Source: an optimization exercise on an open RTL-to-GDS flow (aim: small area, a short achievable clock period and few clock cycles per item). Production flows keep margins and buffers that such runs may drop.
At most, simulation tests tie the RTL to the original design; equivalence was not proved.
No functional check of the RTL was part of run 1.

==> flow/design.v (outline; a module is shown in full before it is edited, if it fits) <==
// module lfs_cfg: 41 lines
// module lfs_fa: 10 lines
// module lfs_mac: 701 lines
// module lfs_p3: 164 lines
// module lfs_div5: 71 lines
// module lfs_coef: 95 lines
// module lfs_spd: 53 lines
// module lfs_ctrl: 242 lines
// module line_follow_steer_pd_core: 74 lines
module line_follow_steer_pd_core (
  input  logic                              clk,
  input  logic                              rst_n,
  input  logic                              in_valid,
  output logic                              in_ready,
  input  logic [lfs_pkg::PIX_W-1:0]         in_width_near,
  input  logic [lfs_pkg::PIX_W-1:0]         in_width_below,
  input  logic [lfs_pkg::PIX_W-1:0]         in_left_edge_near,
  input  logic [lfs_pkg::PIX_W-1:0]         in_right_edge_near,
  input  logic [lfs_pkg::CQ_W-1:0]          in_centre_exit,
  input  logic [lfs_pkg::CQ_W-1:0]          in_centre_near,
  input  logic [lfs_pkg::CQ_W-1:0]          in_centre_entry,
  input  logic [lfs_pkg::CQ_W-1:0]          in_centre_turn,
  input  logic [lfs_pkg::TURN_W-1:0]        in_turn_row,
  output logic                              out_valid,
  input  logic                              out_ready,
  output logic [lfs_pkg::DUTY_W-1:0]        out_servo_duty,
  output logic [lfs_pkg::SPEED_W-1:0]       out_speed_target,
  output logic [lfs_pkg::COEFF_W-1:0]       out_diff_coeff,
  output logic [lfs_pkg::ROW_W-1:0]         out_marker_row,
  output logic [lfs_pkg::COL_W-1:0]         out_marker_col,
  output logic                              out_marker_valid,
  input  logic                              cfg_we,
  input  logic [lfs_pkg::CFG_IDX_W-1:0]     cfg_idx,
  input  logic [lfs_pkg::CFG_DATA_W-1:0]    cfg_data
);
  // ...
==> flow/run.sh <==
#!/bin/bash
# synth_recipe.tcl (not shown) runs the flow's synth.tcl, then flattens the netlist and writes it again
# the make line also repeats each setting of config.mk as NAME=value (left out here)
make -C /OpenROAD-flow-scripts/flow DESIGN_CONFIG=/design/flow/config.mk WORK_HOME=/design/flow/orfs CLKGATE_MAP_FILE= SYNTH_SCRIPT=/design/flow/synth_recipe.tcl finish
==> flow/config.mk <==
export PLATFORM = sky130hd
export DESIGN_NAME = line_follow_steer_pd_core
export DESIGN_NICKNAME = line_follow_steer_pd_core
export VERILOG_FILES = /design/flow/design.v
export SDC_FILE = /design/flow/constraint.sdc
export NUM_CORES = 4
export LEC_CHECK = 0
export CAP_MARGIN = 50
export CORE_MARGIN = 2
export CORE_UTILIZATION = 40
export SLEW_MARGIN = 70
export SYNTH_HIERARCHICAL = 1
==> flow/constraint.sdc <==
create_clock -name core_clock -period 11.0 [get_ports {clk}]
set_input_delay 2.2000 -clock core_clock [delete_from_list [all_inputs] [get_ports {clk}]]
set_output_delay 2.2000 -clock core_clock [all_outputs]
set_load 0.01 [all_outputs]
==> results.cfg, run 1 <==
[timing]
fin_ws_ps = 6350
hold_ws_ps = 417
finalSetupViolCount = 0
timing.final.crit_share_pct = 42.3

[global_route]
grt.busiest_layer = met2
grt_pass1_vias = 27500
overflow = 0
grt_pass1_wl_um = 151000

[clocking]
clockRootBuffer = clkbuf_16
clkSinkCount = 462
ctsResizeCount = 0
cts_tree = built

[floorplan]
taps = 1298
die-area_mm2 = 0.103
rows = 116

[cells_and_area]
final_layout_size_suffix_gt1_share_pct = 10.9
nets = 4391
num-nonclk-buffers = 307
nFlopsAndLatches = 462
buffer_area_share_pct = 5.63
finalNonFillerCells = 4927
reg_top3 = u_ctrl.k_r: 31 flops, u_ctrl.s1_r: 31 flops

[setup_path]
crit_cells = 10
crit_fanout = 6
endpoint = u_ctrl.s3_b[9]
crit_chain = buf_2, buf_2, xor2_1, a22o_1, fa_1, fa_1, fa_1, fa_1, fa_1, fa_1
path_common_cell = fa_1
crit_required_ps = 11350
crit_path_end_kind = register
cpMaxStageDelayCell = fa_1
critical-path-max-stage-delay_ps = 570
r2r_cells = 10
crit_buf_inv = 2

[route]
ant_nets = 0
wirelength_um = 93200

[status]
status = finished clean

[hold_path]
hold_class = register to register

[synth]
ys_warn_count = 8

[place]
post-place-ws_ps = 6290

[run]
cap_violations = 0
==> module lfs_div5, before the edit <==
module lfs_div5 (
  input  logic [14:0] x,
  input  logic [16:0] y,
  input  logic        sq,
  input  logic        low,
  input  logic        high,
  input  logic [11:0] u_low,
  input  logic [11:0] u_high,
  output logic [11:0] u
);
  logic d0, d1, d2, d3, d4, d5, d6, d7, d8, d9, d10, d11, d12, d13, d14, d15;
  logic d16, d17, d18, d19, d20, d21, d22, d23, d24, d25, d26, d27, d28, d29, d30, d31;
  logic d32, d33, d34, d35, d36, d37, d38, d39, d40, d41, d42, d43, d44, d45, d46, d47;
  logic d48, d49, d50, d51, d52, d53, d54, d55, d56, d57, d58, d59, d60, d61, d62, d63;
  logic d64, d65, d66, d67, d68, d69, d70, d71, d72, d73, d74, d75, d76, d77;
  assign d0 = y[12] ^ y[8];
  assign d1 = y[12] & y[8];
  assign d2 = y[13] ^ y[9];
  assign d3 = y[13] & y[9];
  assign d4 = y[14] ^ y[10];
  assign d5 = y[14] & y[10];
  assign d6 = y[15] ^ y[11];
  assign d7 = y[15] & y[11];
  assign d8 = y[16] ^ y[12];
  assign d9 = y[16] & y[12];
  assign d10 = y[8] ^ y[4];
  assign d11 = y[8] & y[4];
  lfs_fa u_d12 (.a(y[9]), .b(y[5]), .c(y[1]), .s(d12), .co(d13));
  lfs_fa u_d14 (.a(y[10]), .b(y[6]), .c(y[2]), .s(d14), .co(d15));
  lfs_fa u_d16 (.a(y[11]), .b(y[7]), .c(y[3]), .s(d16), .co(d17));
  lfs_fa u_d18 (.a(y[4]), .b(y[0]), .c(x[14]), .s(d18), .co(d19));
  lfs_fa u_d20 (.a(y[5]), .b(y[1]), .c(d1), .s(d20), .co(d21));
  lfs_fa u_d22 (.a(y[6]), .b(y[2]), .c(d3), .s(d22), .co(d23));
  lfs_fa u_d24 (.a(y[7]), .b(y[3]), .c(d5), .s(d24), .co(d25));
  lfs_fa u_d26 (.a(y[8]), .b(y[4]), .c(d7), .s(d26), .co(d27));
  lfs_fa u_d28 (.a(y[13]), .b(y[9]), .c(y[5]), .s(d28), .co(d29));
  assign d30 = y[14] ^ y[10];
  assign d31 = y[14] & y[10];
  assign d32 = y[15] ^ y[11];
  assign d33 = y[15] & y[11];
  assign d34 = y[16] ^ y[12];
  assign d35 = y[16] & y[12];
  assign d36 = y[4] ^ y[0];
  assign d37 = y[4] & y[0];
  lfs_fa u_d38 (.a(y[5]), .b(y[1]), .c(x[7]), .s(d38), .co(d39));
  lfs_fa u_d40 (.a(y[6]), .b(y[2]), .c(x[8]), .s(d40), .co(d41));
  lfs_fa u_d42 (.a(y[7]), .b(y[3]), .c(x[9]), .s(d42), .co(d43));
  lfs_fa u_d44 (.a(y[0]), .b(x[10]), .c(d10), .s(d44), .co(d45));
  lfs_fa u_d46 (.a(x[11]), .b(d11), .c(d12), .s(d46), .co(d47));
  lfs_fa u_d48 (.a(x[12]), .b(d13), .c(d14), .s(d48), .co(d49));
  lfs_fa u_d50 (.a(x[13]), .b(d15), .c(d16), .s(d50), .co(d51));
  lfs_fa u_d52 (.a(d0), .b(d17), .c(d18), .s(d52), .co(d53));
  lfs_fa u_d54 (.a(d2), .b(d19), .c(d20), .s(d54), .co(d55));
  lfs_fa u_d56 (.a(d4), .b(d21), .c(d22), .s(d56), .co(d57));
  lfs_fa u_d58 (.a(d6), .b(d23), .c(d24), .s(d58), .co(d59));
  lfs_fa u_d60 (.a(d8), .b(d25), .c(d26), .s(d60), .co(d61));
  lfs_fa u_d62 (.a(d9), .b(d28), .c(d27), .s(d62), .co(d63));
  lfs_fa u_d64 (.a(y[6]), .b(d30), .c(d29), .s(d64), .co(d65));
  lfs_fa u_d66 (.a(y[7]), .b(d31), .c(d32), .s(d66), .co(d67));
  lfs_fa u_d68 (.a(y[8]), .b(d33), .c(d34), .s(d68), .co(d69));
  lfs_fa u_d70 (.a(y[13]), .b(y[9]), .c(d35), .s(d70), .co(d71));
  assign d72 = y[14] ^ y[10];
  assign d73 = y[14] & y[10];
  assign d74 = y[15] ^ y[11];
  assign d75 = y[15] & y[11];
  assign d76 = y[16] ^ y[12];
  assign d77 = y[16] & y[12];
  logic [29:0] p;
  assign p = {y[15], y[14], d77, d75, d73, d71, d69, d67, d65, d63, d61, d59, d57, d55, d53, d51, d49, d47, d45, d43, d41, d39, d37, d36, y[3], y[2], y[1], y[0], x[1], x[0]} + {1'b0, 1'b0, y[13], d76, d74, d72, d70, d68, d66, d64, d62, d60, d58, d56, d54, d52, d50, d48, d46, d44, d42, d40, d38, x[6], x[5], x[4], x[3], x[2], 1'b0, 1'b0};
  assign u = (low || high) ? (low ? u_low : u_high) : (p[29:18] ^ {12{sq}});
endmodule
==> module lfs_ctrl, before the edit <==
module lfs_ctrl (
  input  logic                clk,
  input  logic                rst_n,
  input  logic                in_valid,
  output logic                in_ready,
  input  logic [6:0]          in_width_near,
  input  logic [6:0]          in_width_below,
  input  logic [6:0]          in_left_edge_near,
  input  logic [6:0]          in_right_edge_near,
  input  logic [10:0]         in_centre_exit,
  input  logic [10:0]         in_centre_near,
  input  logic [10:0]         in_centre_entry,
  input  logic [10:0]         in_centre_turn,
  input  logic [5:0]          in_turn_row,
  output logic                out_valid,
  input  logic                out_ready,
  output logic [11:0]         out_servo_duty,
  output logic [9:0]          out_speed_target,
  output logic [10:0]         out_diff_coeff,
  output logic [5:0]          out_marker_row,
  output logic [6:0]          out_marker_col,
  output logic                out_marker_valid,
  input  logic signed [18:0]  kp5,
  input  logic signed [18:0]  kd5,
  input  logic [11:0]         duty_min,
  input  logic [11:0]         duty_max,
  input  logic [11:0]         duty_mlh,
  input  logic                mlh_below,
  input  logic                max_below
);
  logic adv;
  logic kv_r, v1_r, v2_r, v3_r, v4_r, v5_r, ov_r;
  assign adv       = !(ov_r && !out_ready);
  assign in_ready  = !kv_r;
  assign out_valid = ov_r;
  typedef struct packed {
    logic [10:0] c;
    logic        e;      
    logic        x;      
    logic [5:0]  trz;    
    logic        z;      
    logic [10:0] ct;
  } fr_t;
  fr_t         f_in, k_r, s1_r;
  logic [11:0] c_sum;
  always_comb begin
    c_sum   = {1'b0, in_centre_near} + 12'd1264;
    f_in.e  = (in_width_near >= 7'd78);
    f_in.x  = !f_in.e && (in_width_below >= 7'd60);
    f_in.trz  = (in_turn_row == 6'd59) ? 6'd0 : in_turn_row;
    f_in.z    = (in_turn_row == 6'd59);
    f_in.ct   = in_centre_turn;
    if (f_in.e)                           f_in.c = in_centre_entry;
    else if (f_in.x)                      f_in.c = in_centre_exit;
    else if (in_left_edge_near < 7'd2)    f_in.c = {1'b0, in_centre_near[10:1]};
    else if (in_right_edge_near > 7'd77)  f_in.c = c_sum[11:1];
    else                                  f_in.c = in_centre_near;
  end
  always_ff @(posedge clk) begin
    if (!kv_r) k_r <= f_in;
    if (adv) s1_r <= kv_r ? k_r : f_in;
  end
  logic [10:0]        pc_r;         
  logic signed [11:0] err1, dif1;
  logic [17:0]        p3a_1, p3b_1;
  logic [11:0]        aerr1;
  logic [5:0]         eh1, eo1, et1, dh1, do1, dt1;
  function automatic logic [17:0] booth12(input logic [11:0] y);
    logic [12:0] yp;
    logic [5:0]  h, o, t;
    yp = {y, 1'b0};
    for (int i = 0; i < 6; i++) begin
      h[i] = yp[2*i+2];
      o[i] = yp[2*i+1] ^ yp[2*i];
      t[i] = (yp[2*i+2] & !yp[2*i+1] & !yp[2*i]) | (!yp[2*i+2] & yp[2*i+1] & yp[2*i]);
    end
    booth12 = {h, o, t};
  endfunction
  always_comb begin
    err1   = $signed({1'b0, s1_r.c}) - 12'sd624;
    dif1   = $signed({1'b0, s1_r.c}) - $signed({1'b0, pc_r});
    aerr1  = err1[11] ? 12'(-err1) : 12'(err1);
    {eh1, eo1, et1} = booth12(err1);
    {dh1, do1, dt1} = booth12(dif1);
  end
  logic [5:0]         s2_eh, s2_eo, s2_et, s2_dh, s2_do, s2_dt;
  lfs_p3 u_p3 (
    .trz  (s1_r.trz),
    .ct   (s1_r.ct),
    .p3_a (p3a_1),
    .p3_b (p3b_1)
  );
  logic [11:0]        s2_aerr;
  logic [17:0]        s2_p3a, s2_p3b;
  logic [5:0]         s2_tr;
  logic               s2_e, s2_x, s2_mval;
  logic [6:0]         s2_col;
  always_ff @(posedge clk) begin
    if (adv) begin
      s2_eh   <= eh1;
      s2_eo   <= eo1;
      s2_et   <= et1;
      s2_dh   <= dh1;
      s2_do   <= do1;
      s2_dt   <= dt1;
      s2_aerr <= aerr1;
      s2_p3a  <= p3a_1;
      s2_p3b  <= p3b_1;
      s2_tr   <= s1_r.z ? 6'd59 : s1_r.trz;
      s2_e    <= s1_r.e;
      s2_x    <= s1_r.x;
      s2_col  <= s1_r.c[10:4];
      s2_mval <= (s1_r.c[10:4] > 7'd1) && (s1_r.c[10:4] < 7'd78);
    end
  end
  logic [31:0] m_a2, m_b2;
  logic [8:0]  lo2;
  logic [6:0]  spd2;
  lfs_mac u_mac (
    .kp5 (kp5),
    .kd5 (kd5),
    .e_h (s2_eh),
    .e_o (s2_eo),
    .e_t (s2_et),
    .d_h (s2_dh),
    .d_o (s2_do),
    .d_t (s2_dt),
    .p3_a (s2_p3a),
    .p3_b (s2_p3b),
    .m_a (m_a2),
    .m_b (m_b2)
  );
  assign lo2 = {1'b0, m_a2[7:0]} + {1'b0, m_b2[7:0]};
  lfs_spd u_spd (
    .tr   (s2_tr),
    .aerr (s2_aerr),
    .spd  (spd2)
  );
  typedef struct packed {
    logic [6:0] spd;     
    logic [6:0] col;
    logic       mval;
    logic       e;
    logic       x;
  } side_t;
  logic [23:0] s3_a, s3_b;
  logic        s3_c;
  side_t       s3_side, s4_side, s5_side;
  always_ff @(posedge clk) begin
    if (adv) begin
      s3_a    <= m_a2[31:8];
      s3_b    <= m_b2[31:8];
      s3_c    <= lo2[8];
      s3_side <= {spd2, s2_col, s2_mval, s2_e, s2_x};
    end
  end
  logic [23:0] hs3;
  logic [19:0] xs3;
  logic [14:0] lo5, hi5p;
  logic        low3, high3, sq3;
  assign hs3   = s3_a + s3_b + 24'(s3_c);
  assign xs3   = hs3[23:4];
  assign lo5   = {duty_min, 2'b00} + 15'(duty_min);
  assign hi5p  = {duty_max, 2'b00} + 15'(duty_max) + 15'd4;
  assign low3  = xs3[19] || (xs3[18:0] < 19'(lo5));
  assign high3 = (xs3[18:0] > 19'(hi5p));
  assign sq3   = (xs3[18:0] < 19'd7500);       
  logic [14:0] s4_x;
  logic [16:0] s4_y;
  logic        s4_low, s4_high, s4_sq;
  always_ff @(posedge clk) begin
    if (adv) begin
      s4_x    <= xs3[14:0];
      s4_y    <= {1'b0, xs3[14:0], 1'b0} + {2'b00, xs3[14:0]};    
      s4_low  <= low3;
      s4_high <= high3;
      s4_sq   <= sq3;
      s4_side <= s3_side;
    end
  end
  logic        s4;
  logic [11:0] u4;
  assign s4 = s4_low ? mlh_below : s4_high ? max_below : s4_sq;
  lfs_div5 u_div5 (
    .x      (s4_x),
    .y      (s4_y),
    .sq     (s4_sq),
    .low    (s4_low),
    .high   (s4_high),
    .u_low  (duty_mlh ^ {12{mlh_below}}),
    .u_high (duty_max ^ {12{max_below}}),
    .u      (u4)
  );
  logic [11:0] s5_u;
  logic        s5_s;
  always_ff @(posedge clk) begin
    if (adv) begin
      s5_u    <= u4;
      s5_s    <= s4;
      s5_side <= s4_side;
    end
  end
  logic [10:0] coeff5;
  lfs_coef u_coef (
    .u     (s5_u),
    .s     (s5_s),
    .coeff (coeff5)
  );
  always_ff @(posedge clk) begin
    if (adv) begin
      out_servo_duty   <= s5_u ^ {12{s5_s}};
      out_speed_target <= {3'b001, s5_side.spd};
      out_diff_coeff   <= coeff5;
      out_marker_row   <= {s5_side.e, !s5_side.e, !s5_side.x, s5_side.x, 1'b1, !s5_side.x};
      out_marker_col   <= s5_side.col;
      out_marker_valid <= s5_side.mval;
    end
  end
  always_ff @(posedge clk) begin
    if (!rst_n) begin
      kv_r <= 1'b0;
      v1_r <= 1'b0;
      v2_r <= 1'b0;
      v3_r <= 1'b0;
      v4_r <= 1'b0;
      v5_r <= 1'b0;
      ov_r <= 1'b0;
      pc_r <= 11'd624;
    end else begin
      kv_r <= (kv_r || in_valid) && !adv;
      if (adv) begin
        v1_r <= kv_r || in_valid;
        v2_r <= v1_r;
        v3_r <= v2_r;
        v4_r <= v3_r;
        v5_r <= v4_r;
        ov_r <= v5_r;
        if (v1_r) pc_r <= s1_r.c;
      end
    end
  end
endmodule
==> inputs of run 2 (changes only) <==
--- a/flow/design.v
+++ b/flow/design.v
@@ -931,7 +931,6 @@
   assign p3_b = {1'b0, 1'b0, t198, t196, t194, t192, t190, t188, t186, t184, t182, t180, t178, t176, t174, t22, t11, 1'b0};
 endmodule
 module lfs_div5 (
-  input  logic [14:0] x,
   input  logic [16:0] y,
   input  logic        sq,
   input  logic        low,
@@ -943,63 +942,53 @@
   logic d0, d1, d2, d3, d4, d5, d6, d7, d8, d9, d10, d11, d12, d13, d14, d15;
   logic d16, d17, d18, d19, d20, d21, d22, d23, d24, d25, d26, d27, d28, d29, d30, d31;
   logic d32, d33, d34, d35, d36, d37, d38, d39, d40, d41, d42, d43, d44, d45, d46, d47;
-  logic d48, d49, d50, d51, d52, d53, d54, d55, d56, d57, d58, d59, d60, d61, d62, d63;
-  logic d64, d65, d66, d67, d68, d69, d70, d71, d72, d73, d74, d75, d76, d77;
-  assign d0 = y[12] ^ y[8];
-  assign d1 = y[12] & y[8];
-  assign d2 = y[13] ^ y[9];
-  assign d3 = y[13] & y[9];
-  assign d4 = y[14] ^ y[10];
-  assign d5 = y[14] & y[10];
-  assign d6 = y[15] ^ y[11];
-  assign d7 = y[15] & y[11];
-  assign d8 = y[16] ^ y[12];
-  assign d9 = y[16] & y[12];
-  assign d10 = y[8] ^ y[4];
-  assign d11 = y[8] & y[4];
-  lfs_fa u_d12 (.a(y[9]), .b(y[5]), .c(y[1]), .s(d12), .co(d13));
-  lfs_fa u_d14 (.a(y[10]), .b(y[6]), .c(y[2]), .s(d14), .co(d15));
-  lfs_fa u_d16 (.a(y[11]), .b(y[7]), .c(y[3]), .s(d16), .co(d17));
-  lfs_fa u_d18 (.a(y[4]), .b(y[0]), .c(x[14]), .s(d18), .co(d19));
-  lfs_fa u_d20 (.a(y[5]), .b(y[1]), .c(d1), .s(d20), .co(d21));
-  lfs_fa u_d22 (.a(y[6]), .b(y[2]), .c(d3), .s(d22), .co(d23));
-  lfs_fa u_d24 (.a(y[7]), .b(y[3]), .c(d5), .s(d24), .co(d25));
-  lfs_fa u_d26 (.a(y[8]), .b(y[4]), .c(d7), .s(d26), .co(d27));
-  lfs_fa u_d28 (.a(y[13]), .b(y[9]), .c(y[5]), .s(d28), .co(d29));
-  assign d30 = y[14] ^ y[10];
-  assign d31 = y[14] & y[10];
-  assign d32 = y[15] ^ y[11];
-  assign d33 = y[15] & y[11];
-  assign d34 = y[16] ^ y[12];
-  assign d35 = y[16] & y[12];
-  assign d36 = y[4] ^ y[0];
-  assign d37 = y[4] & y[0];
-  lfs_fa u_d38 (.a(y[5]), .b(y[1]), .c(x[7]), .s(d38), .co(d39));
-  lfs_fa u_d40 (.a(y[6]), .b(y[2]), .c(x[8]), .s(d40), .co(d41));
-  lfs_fa u_d42 (.a(y[7]), .b(y[3]), .c(x[9]), .s(d42), .co(d43));
-  lfs_fa u_d44 (.a(y[0]), .b(x[10]), .c(d10), .s(d44), .co(d45));
-  lfs_fa u_d46 (.a(x[11]), .b(d11), .c(d12), .s(d46), .co(d47));
-  lfs_fa u_d48 (.a(x[12]), .b(d13), .c(d14), .s(d48), .co(d49));
-  lfs_fa u_d50 (.a(x[13]), .b(d15), .c(d16), .s(d50), .co(d51));
-  lfs_fa u_d52 (.a(d0), .b(d17), .c(d18), .s(d52), .co(d53));
-  lfs_fa u_d54 (.a(d2), .b(d19), .c(d20), .s(d54), .co(d55));
-  lfs_fa u_d56 (.a(d4), .b(d21), .c(d22), .s(d56), .co(d57));
-  lfs_fa u_d58 (.a(d6), .b(d23), .c(d24), .s(d58), .co(d59));
-  lfs_fa u_d60 (.a(d8), .b(d25), .c(d26), .s(d60), .co(d61));
-  lfs_fa u_d62 (.a(d9), .b(d28), .c(d27), .s(d62), .co(d63));
-  lfs_fa u_d64 (.a(y[6]), .b(d30), .c(d29), .s(d64), .co(d65));
-  lfs_fa u_d66 (.a(y[7]), .b(d31), .c(d32), .s(d66), .co(d67));
-  lfs_fa u_d68 (.a(y[8]), .b(d33), .c(d34), .s(d68), .co(d69));
-  lfs_fa u_d70 (.a(y[13]), .b(y[9]), .c(d35), .s(d70), .co(d71));
-  assign d72 = y[14] ^ y[10];
-  assign d73 = y[14] & y[10];
-  assign d74 = y[15] ^ y[11];
-  assign d75 = y[15] & y[11];
-  assign d76 = y[16] ^ y[12];
-  assign d77 = y[16] & y[12];
-  logic [29:0] p;
-  assign p = {y[15], y[14], d77, d75, d73, d71, d69, d67, d65, d63, d61, d59, d57, d55, d53, d51, d49, d47, d45, d43, d41, d39, d37, d36, y[3], y[2], y[1], y[0], x[1], x[0]} + {1'b0, 1'b0, y[13], d76, d74, d72, d70, d68, d66, d64, d62, d60, d58, d56, d54, d52, d50, d48, d46, d44, d42, d40, d38, x[6], x[5], x[4], x[3], x[2], 1'b0, 1'b0};
-  assign u = (low || high) ? (low ? u_low : u_high) : (p[29:18] ^ {12{sq}});
+  logic d48, d49, d50, d51, d52, d53, d54, d55, d56, d57, d58, d59, d60;
+  assign d0 = ~y[12];
+  assign d1 = y[13] ^ y[9];
+  assign d2 = y[13] & y[9];
+  assign d3 = y[14] ^ y[10];
+  assign d4 = y[14] & y[10];
+  assign d5 = y[15] ^ y[11];
+  assign d6 = y[15] & y[11];
+  assign d7 = y[16] ^ y[12];
+  assign d8 = y[16] & y[12];
+  assign d9 = y[8] ^ y[4];
+  assign d10 = y[8] & y[4];
+  lfs_fa u_d11 (.a(y[12]), .b(y[5]), .c(y[1]), .s(d11), .co(d12));
+  lfs_fa u_d13 (.a(y[6]), .b(y[2]), .c(d2), .s(d13), .co(d14));
+  lfs_fa u_d15 (.a(y[7]), .b(y[3]), .c(d4), .s(d15), .co(d16));
+  lfs_fa u_d17 (.a(y[8]), .b(y[4]), .c(d6), .s(d17), .co(d18));
+  lfs_fa u_d19 (.a(y[13]), .b(y[9]), .c(y[5]), .s(d19), .co(d20));
+  assign d21 = y[14] ^ y[10];
+  assign d22 = y[14] & y[10];
+  assign d23 = y[15] ^ y[11];
+  assign d24 = y[15] & y[11];
+  assign d25 = y[16] ^ y[12];
+  assign d26 = y[16] & y[12];
+  assign d27 = y[8] ^ y[4];
+  assign d28 = y[8] & y[4];
+  lfs_fa u_d29 (.a(y[9]), .b(y[5]), .c(y[1]), .s(d29), .co(d30));
+  lfs_fa u_d31 (.a(y[10]), .b(y[6]), .c(y[2]), .s(d31), .co(d32));
+  lfs_fa u_d33 (.a(y[11]), .b(y[7]), .c(y[3]), .s(d33), .co(d34));
+  lfs_fa u_d35 (.a(y[0]), .b(d0), .c(d9), .s(d35), .co(d36));
+  lfs_fa u_d37 (.a(d10), .b(d1), .c(d11), .s(d37), .co(d38));
+  lfs_fa u_d39 (.a(d3), .b(d12), .c(d13), .s(d39), .co(d40));
+  lfs_fa u_d41 (.a(d5), .b(d14), .c(d15), .s(d41), .co(d42));
+  lfs_fa u_d43 (.a(d7), .b(d16), .c(d17), .s(d43), .co(d44));
+  lfs_fa u_d45 (.a(d8), .b(d19), .c(d18), .s(d45), .co(d46));
+  lfs_fa u_d47 (.a(y[6]), .b(d21), .c(d20), .s(d47), .co(d48));
+  lfs_fa u_d49 (.a(y[7]), .b(d22), .c(d23), .s(d49), .co(d50));
+  lfs_fa u_d51 (.a(y[8]), .b(d24), .c(d25), .s(d51), .co(d52));
+  lfs_fa u_d53 (.a(y[13]), .b(y[9]), .c(d26), .s(d53), .co(d54));
+  assign d55 = y[14] ^ y[10];
+  assign d56 = y[14] & y[10];
+  assign d57 = y[15] ^ y[11];
+  assign d58 = y[15] & y[11];
+  assign d59 = y[16] ^ y[12];
+  assign d60 = y[16] & y[12];
+  logic [28:0] p;
+  assign p = {y[16], y[15], y[14], d60, d58, d56, d54, d52, d50, d48, d46, d44, d42, d40, d38, d36, d34, d32, d30, d28, d27, y[7], y[6], y[5], y[4], y[3], y[2], y[1], y[0]} + {1'b0, 1'b0, 1'b0, y[13], d59, d57, d55, d53, d51, d49, d47, d45, d43, d41, d39, d37, d35, d33, d31, d29, y[0], y[3], y[2], y[1], y[0], 1'b0, 1'b0, 1'b0, 1'b0};
+  assign u = (low || high) ? (low ? u_low : u_high) : (p[27:16] ^ {12{sq}});
 endmodule
 module lfs_coef (
   input  logic [11:0] u,
@@ -1244,7 +1233,7 @@
   logic [11:0]        s2_aerr;
   logic [17:0]        s2_p3a, s2_p3b;
   logic [5:0]         s2_tr;
-  logic               s2_e, s2_x, s2_mval;
+  logic               s2_e, s2_x;
   logic [6:0]         s2_col;
   always_ff @(posedge clk) begin
     if (adv) begin
@@ -1261,7 +1250,6 @@
       s2_e    <= s1_r.e;
       s2_x    <= s1_r.x;
       s2_col  <= s1_r.c[10:4];
-      s2_mval <= (s1_r.c[10:4] > 7'd1) && (s1_r.c[10:4] < 7'd78);
     end
   end
   logic [31:0] m_a2, m_b2;
@@ -1290,7 +1278,6 @@
   typedef struct packed {
     logic [6:0] spd;     
     logic [6:0] col;
-    logic       mval;
     logic       e;
     logic       x;
   } side_t;
@@ -1302,7 +1289,7 @@
       s3_a    <= m_a2[31:8];
       s3_b    <= m_b2[31:8];
       s3_c    <= lo2[8];
-      s3_side <= {spd2, s2_col, s2_mval, s2_e, s2_x};
+      s3_side <= {spd2, s2_col, s2_e, s2_x};
     end
   end
   logic [23:0] hs3;
@@ -1316,12 +1303,10 @@
   assign low3  = xs3[19] || (xs3[18:0] < 19'(lo5));
   assign high3 = (xs3[18:0] > 19'(hi5p));
   assign sq3   = (xs3[18:0] < 19'd7500);       
-  logic [14:0] s4_x;
   logic [16:0] s4_y;
   logic        s4_low, s4_high, s4_sq;
   always_ff @(posedge clk) begin
     if (adv) begin
-      s4_x    <= xs3[14:0];
       s4_y    <= {1'b0, xs3[14:0], 1'b0} + {2'b00, xs3[14:0]};    
       s4_low  <= low3;
       s4_high <= high3;
@@ -1333,7 +1318,6 @@
   logic [11:0] u4;
   assign s4 = s4_low ? mlh_below : s4_high ? max_below : s4_sq;
   lfs_div5 u_div5 (
-    .x      (s4_x),
     .y      (s4_y),
     .sq     (s4_sq),
     .low    (s4_low),
@@ -1364,7 +1348,7 @@
       out_diff_coeff   <= coeff5;
       out_marker_row   <= {s5_side.e, !s5_side.e, !s5_side.x, s5_side.x, 1'b1, !s5_side.x};
       out_marker_col   <= s5_side.col;
-      out_marker_valid <= s5_side.mval;
+      out_marker_valid <= (s5_side.col > 7'd1) && (s5_side.col < 7'd78);
     end
   end
   always_ff @(posedge clk) begin
==> results.cfg, run 2 <==
[floorplan]
rows = 114
initial_core_util_pct = 40.3
design.core.area_mm2 = 0.0966
chipWidth_um = 316
ios = 150
dieHeight_um = 316
die-area_mm2 = 0.0998

[clocking]
cts_tree = built
htree_levels = 2
clkTransAtPathRegs_ps = 60
numCtsBuffers = 50
hold_buffers = 0
cts_setup_buffers = 0
clockRootBuffer = clkbuf_16
ctsResizeCount = 0
clkSinkCount = 445
clock_path_buffers = 3
clkLatencyLatePin_ps = 630

[global_route]
antenna_found_initial = 0
grt_start_max_net_pins = 94
grtUsageTotal_pct = 18.1
overflow = 0
grt_pass1_wl_um = 143000
grt_pass1_vias = 26500

[setup_path]
critical-path-max-stage-delay_ps = 480
cpMaxStageDelayCell = edfxtp_1
crit_required_ps = 11320
crit_chain = ha_1, a211oi_4, o21ai_2, a311oi_4, nor2b_1, o21a_1, nor2_1, xnor2_2, ha_1, or3_1, o21ai_0, a21oi_1, nand4_1, nand4b_1, a41o_1, a21oi_1, xnor2_1
path_class = register to register
crit_buf_inv = 0
crit_fanout = 5
critical-path-top-delay-family = compound AO/OA/AOI/OAI gates
crit_path_end_kind = register
start_kind = register
cp.arrival_ps = 4920

[route]
vias = 25500
vias_per_cell = 5.35
firstDrtPassIters = 5
ant_nets = 0
route.detailed.drc = 0
wirelength_um = 89900
drtIter0Drc = 1830
wl_per_cell_um = 18.8

[timing]
timing.final.crit_share_pct = 41.8
hold_violations = 0
finalSetupViolCount = 0
clock-skew-final_ps = 48.7
max_freq_mhz = 218
rsz0062_at_grt = false
layout_min_cycle_time_ps = 4600
finalSetupTns_ps = 0
slew_viol_final = 0

[synth]
yosysMostFrequentCell = fa_1
syn-mean-instance-area_um2 = 11.5
ys_seq_area_share_pct = 32.2
synth_area_leaders = edfxtp_1 28%, fa_1 21%, ha_1 9.0%, xor2_1 5.6%, dfxtp_1 4.2%
ys_async_sr_fraction_pct = 0
yosys.area.top_type = edfxtp_1
netlist.area_leader.share_pct = 28.0
ys.flop_type = edfxtp_1
synth_cells = 3381
netlist_area_mm2 = 0.0389
synth_cell_types = 100
yosys-top-cells-count = 410 x fa_1, 363 x edfxtp_1, 279 x ha_1, 250 x xor2_1, 194 x inv_1
ys_warn_count = 8
synth-seq-cells = 445
synth_edf_count = 363

[place]
place.gp.congestion = 0.876
hpwl_um = 72400
io_buffer_count = 140

[cells_and_area]
mostFrequentLayoutCells = 410 x fa_1, 363 x edfxtp_1, 279 x ha_1, 243 x xor2_1, 193 x inv_1
nets = 4248
multi_input_area_mm2 = 0.0243
reg_top3 = u_ctrl.k_r: 31 flops, u_ctrl.s1_r: 31 flops
synthToLayoutAreaGrowth_pct = 11.2
seq_area_mm2 = 0.0125
num-fill-cells = 8898
final_layout_size_suffix_gt1_share_pct = 10.8
final_util_pct = 44.8
layout_commonest_cell = fa_1
diodes = 0

[run]
cap_violations = 0

[status]
status = finished clean

[hold_path]
hold_class = register to register
## run 2: metrics by stage
stage / hold WS, ps / instances / cell area, µm² / setup slack, ps
floorplan: 400 / 3386 / 38900 / 90.1
global placement: 401 / 4550 / 40400 / 5500
detailed placement: 405 / 4667 / 41400 / 6380
CTS: 417 / 4761 / 43000 / 6430
global route: 424 / 4776 / 43300 / 6150
finish: 416 / 4776 / 43300 / 6400
## run 2: worst register-to-register path, stage by stage, from the launching register on
cell	delay (ps)
edfxtp_1	480
ha_1	330
a211oi_4	360
o21ai_2	200
a311oi_4	410
nor2b_1	130
o21a_1	210
nor2_1	230
xnor2_2	240
ha_1	360
or3_1	380
o21ai_0	80
a21oi_1	110
nand4_1	130
nand4b_1	130
a41o_1	270
a21oi_1	170
xnor2_1	80
## run 2: kinds of logic after synthesis
family,Yosys count,synth area share [%]
buf+inv,473,6.34
mux,34,1.05
fa+ha+maj,691,30.1
compound gates,774,14.3
flops,445,32.2
simple gates,638,8.66
xor+xnor,321,7.26
other cells,5,0.0482
## run 2: per-module statistics from Yosys (local to each module, per instance), excerpt
module / copies in the design / cells / flip-flops and latches / cell area (µm²)
lfs_cfg: 1 / 306 / 95 / 4050
lfs_div5: 1 / 177 / 0 / 1310
lfs_coef: 1 / 192 / 0 / 1320
lfs_p3: 1 / 123 / 0 / 890
lfs_ctrl: 1 / 1208 / 350 / 16000
lfs_spd: 1 / 129 / 0 / 927
lfs_fa: 404 / 1 / 0 / 20.0
lfs_mac: 1 / 842 / 0 / 6360
## run 2: final cells by class
type / instances / share of cell area, %
clock buffer: 67 / 3.20
timing repair buffer: 296 / 5.68
clock inverter: 27 / 0.590
inverter: 197 / 1.75
multi-input combinational: 2468 / 56.1
sequential: 445 / 29.0
tap: 1276 / 3.69
## run 2: routing by layer
metal / vias up / share of wire, % / track usage, %
li1: 12000 / - / -
met1: 12700 / 45 / 24.5
met2: 631 / 49 / 31.2
met3: 122 / 4.8 / 2.06
met4: 0 / 1.9 / 3.96
met5: - / 0 / 0
## run 2: worst paths after layout
path / slack [ps] / endpoint / depth (start not counted) / from
worst max register to register: 6400 / u_ctrl.s4_y[15] / 17 / u_ctrl.s3_a[1]
worst max-delay path: 6400 / u_ctrl.s4_y[15] / 17 / u_ctrl.s3_a[1]
worst min register to register: 420 / u_ctrl.s5_side[2] / 0 / u_ctrl.s4_side[2]
worst min-delay path: 420 / u_ctrl.s5_side[2] / 0 / u_ctrl.s4_side[2]
Testbench counts of run 2, summed over its fixed seeds: cycles 3,248, items 3,200.
==> inputs of run 3 (changes only) <==
--- a/flow/config.mk
+++ b/flow/config.mk
@@ -8,5 +8,6 @@
 export CAP_MARGIN = 50
 export CORE_MARGIN = 2
 export CORE_UTILIZATION = 40
+export CTS_BUF_LIST = sky130_fd_sc_hd__clkbuf_4 sky130_fd_sc_hd__clkbuf_8
 export SLEW_MARGIN = 70
 export SYNTH_HIERARCHICAL = 1
==> results.cfg, run 3 <==
[status]
status = finished clean

[timing]
timing.final.crit_share_pct = 41.4
finalSetupTns_ps = 0
rsz0062_at_grt = false
fin_ws_ps = 6450
clock-skew-final_ps = 47.0
hold_violations = 0
slew_viol_final = 0
layout_min_cycle_time_ps = 4550
finalSetupViolCount = 0
max_freq_mhz = 220

[run]
cap_violations = 0

[cells_and_area]
synthToLayoutAreaGrowth_pct = 11.4
reg_top3 = u_ctrl.k_r: 31 flops, u_ctrl.s1_r: 31 flops
layout_commonest_cell = fa_1
nets = 4276
seq_area_mm2 = 0.0125
num-fill-cells = 8924
final_util_pct = 44.9
mostFrequentLayoutCells = 410 x fa_1, 363 x edfxtp_1, 279 x ha_1, 243 x xor2_1, 193 x inv_1
final_layout_size_suffix_gt1_share_pct = 12.2
multi_input_area_mm2 = 0.0243

[route]
wirelength_um = 90600
vias = 25700
drtIter0Drc = 1561
firstDrtPassIters = 5
vias_per_cell = 5.33
wl_per_cell_um = 18.8
ant_nets = 0
route.detailed.drc = 0

[synth]
synth_top_family_by_area = adder cells
synth_compound_area_share_pct = 14.3
ys_async_sr_fraction_pct = 0
yosys-top-cells-count = 410 x fa_1, 363 x edfxtp_1, 279 x ha_1, 250 x xor2_1, 194 x inv_1
synth_fa_ha_area_share_pct = 30.1
netlist.area_leader.share_pct = 28.0
yosys.area.top_type = edfxtp_1
synth_cells = 3381
synth_xor_area_share_pct = 7.26
synth_area_leaders = edfxtp_1 28%, fa_1 21%, ha_1 9.0%, xor2_1 5.6%, dfxtp_1 4.2%
yosysMostFrequentCell = fa_1
synth.mux.area_fraction_pct = 1.05
netlist_area_mm2 = 0.0389
synth-seq-cells = 445
ys.flop_type = edfxtp_1
synth_edf_count = 363
syn-mean-instance-area_um2 = 11.5
synth_cell_types = 100
ys_warn_count = 8
ys_seq_area_share_pct = 32.2
synth-simple-area-share_pct = 8.66

[clocking]
ctsResizeCount = 0
numCtsBuffers = 79
clkLatencyLatePin_ps = 730
htree_levels = 3
clkTransAtPathRegs_ps = 70
clkSinkCount = 445
cts_tree = built
clockRootBuffer = clkbuf_8
clock_path_buffers = 3
hold_buffers = 0
cts_setup_buffers = 0

[setup_path]
cpMaxStageDelayCell = edfxtp_1
r2r_cells = 17
start_kind = register
crit_chain = ha_1, a211oi_4, o21ai_2, a311oi_4, nor2b_1, o21a_1, nor2_1, xnor2_2, ha_1, or3_1, o21ai_0, a21oi_1, nand4_1, nand4b_1, a41o_1, a21oi_1, xnor2_1
crit_required_ps = 11480
crit_fanout = 5
critical-path-top-delay-family = compound AO/OA/AOI/OAI gates
r2r_slack_ps = 6450
r2r-end = u_ctrl.s4_y[15]
critical-path-max-stage-delay_ps = 470
cp.arrival_ps = 5040
crit_buf_inv = 0
crit_path_end_kind = register
path_class = register to register
r2r_start = u_ctrl.s3_a[1]

[place]
place.gp.congestion = 0.876
post-place-ws_ps = 6380
io_buffer_count = 140
hpwl_um = 72400

[hold_path]
hold_class = register to register
holdPathEnd = u_ctrl.s3_side[7]
hp-start = u_ctrl.s2_col[5]
hold_depth = 0

[global_route]
grtUsageTotal_pct = 18.3
grt_pass1_wl_um = 143000
overflow = 0
antenna_found_initial = 3
grt_pass1_vias = 26700
grt_start_max_net_pins = 94

[floorplan]
dieHeight_um = 316
rows = 114
chipWidth_um = 316
design.core.area_mm2 = 0.0966
die-area_mm2 = 0.0998
ios = 150
initial_core_util_pct = 40.3
[run 3: how the worst max path moves through the flow]
stage / startpoint / to / slack, ps / depth (start not counted)
global route: u_ctrl.s3_a[1] / u_ctrl.s4_y[15] / 6240 / 17
global placement: out_ready / u_ctrl.s3_b[1] / 5500 / 5
floorplan: out_ready / u_ctrl.pc_r[4] / 90 / 8
CTS: u_ctrl.s2_eh[2] / u_ctrl.s3_b[9] / 6490 / 10
detailed placement: in_right_edge_near[2] / u_ctrl.s1_r[26] / 6380 / 10
finish: u_ctrl.s3_a[1] / u_ctrl.s4_y[15] / 6450 / 17
[run 3: area by class of cell]
cell class | instances | share of cell area [%]
multi-input cells | 2468 | 56.0
flip-flops and latches | 445 | 28.9
repair buffers | 295 | 5.63
well taps | 1276 | 3.68
clock buffers | 104 | 3.06
inverters | 197 | 1.74
clock inverters | 41 | 0.935
diodes | 3 | 0.0173
[run 3: logic make-up after synthesis]
| family | after synthesis |
|---|---|
| other | 5 |
| AOI/OAI and AO/OA | 774 |
| and+or+nand+nor | 638 |
| muxes | 34 |
| buffers and inverters | 473 |
| DFF | 445 |
| adders and majority gates | 691 |
| xor gates and xnor gates | 321 |
[run 3: layer usage]
layer	part of all wire [%]	routed length, µm	track usage (%)	vias up
met5	0	0	0	-
met2	48	43500	31.0	663
li1	-	-	-	12100
met4	2.2	1980	5.13	0
met3	5.5	4960	2.85	149
met1	44	40100	24.2	12800
[run 3: through the flow]
step	hold WS, ps	std cells	instance area, µm²
floorplan	400	3386	38900
finish	398	4829	43300
global route	398	4828	43300
CTS	391	4812	43100
global placement	401	4550	40400
detailed placement	405	4667	41400
[run 3: Yosys stat by module, one instance, submodules excluded, a selection]
module,times used,cells,area (µm²),flip-flops and latches
lfs_cfg,1,306,4050,95
lfs_mac,1,842,6360,0
lfs_spd,1,129,927,0
lfs_div5,1,177,1310,0
lfs_fa,404,1,20.0,0
lfs_coef,1,192,1320,0
lfs_ctrl,1,1208,16000,350
lfs_p3,1,123,890,0

-- static timing again, ports no longer ideal --
The flow's constraints put no driver on any port. The routed layouts listed below were extracted and timed again, unchanged, in two steps.
Step 1 (the two cells are an assumption about what drives the block):
set clk [get_ports {clk}]
set_driving_cell -lib_cell sky130_fd_sc_hd__clkbuf_16 $clk
set_driving_cell -lib_cell sky130_fd_sc_hd__buf_2 [delete_from_list [all_inputs] $clk]
Step 2 adds t to the input delays and takes it off the output delays; t is the mean of the earliest and latest rising clock arrival at the registers after step 1. Input paths then give back, and output paths get back, about the clock's delay inside the block.
a / b / c = ideal ports / drivers / drivers and shift; a / b = the first two.
| run | shift t [ns] | setup WS [ns] | hold slack, ns | clock arrival spread, ns |
|---|---|---|---|---|
| run 1 | 0.691 | 6.348 / 6.348 / 6.298 | 0.417 / 0.417 / 0.417 | 0.040 / 0.040 |
| run 2 | 0.675 | 6.403 / 6.403 / 6.403 | 0.416 / 0.416 / 0.416 | 0.050 / 0.050 |
| run 3 | 0.772 | 6.446 / 6.446 / 6.354 | 0.398 / 0.398 / 0.398 | 0.054 / 0.053 |
After both steps setup and hold are still met in every run listed. The setup slack of run 3, which loses most, moves by 0.000 ns with the drivers and by -0.092 ns with both steps.
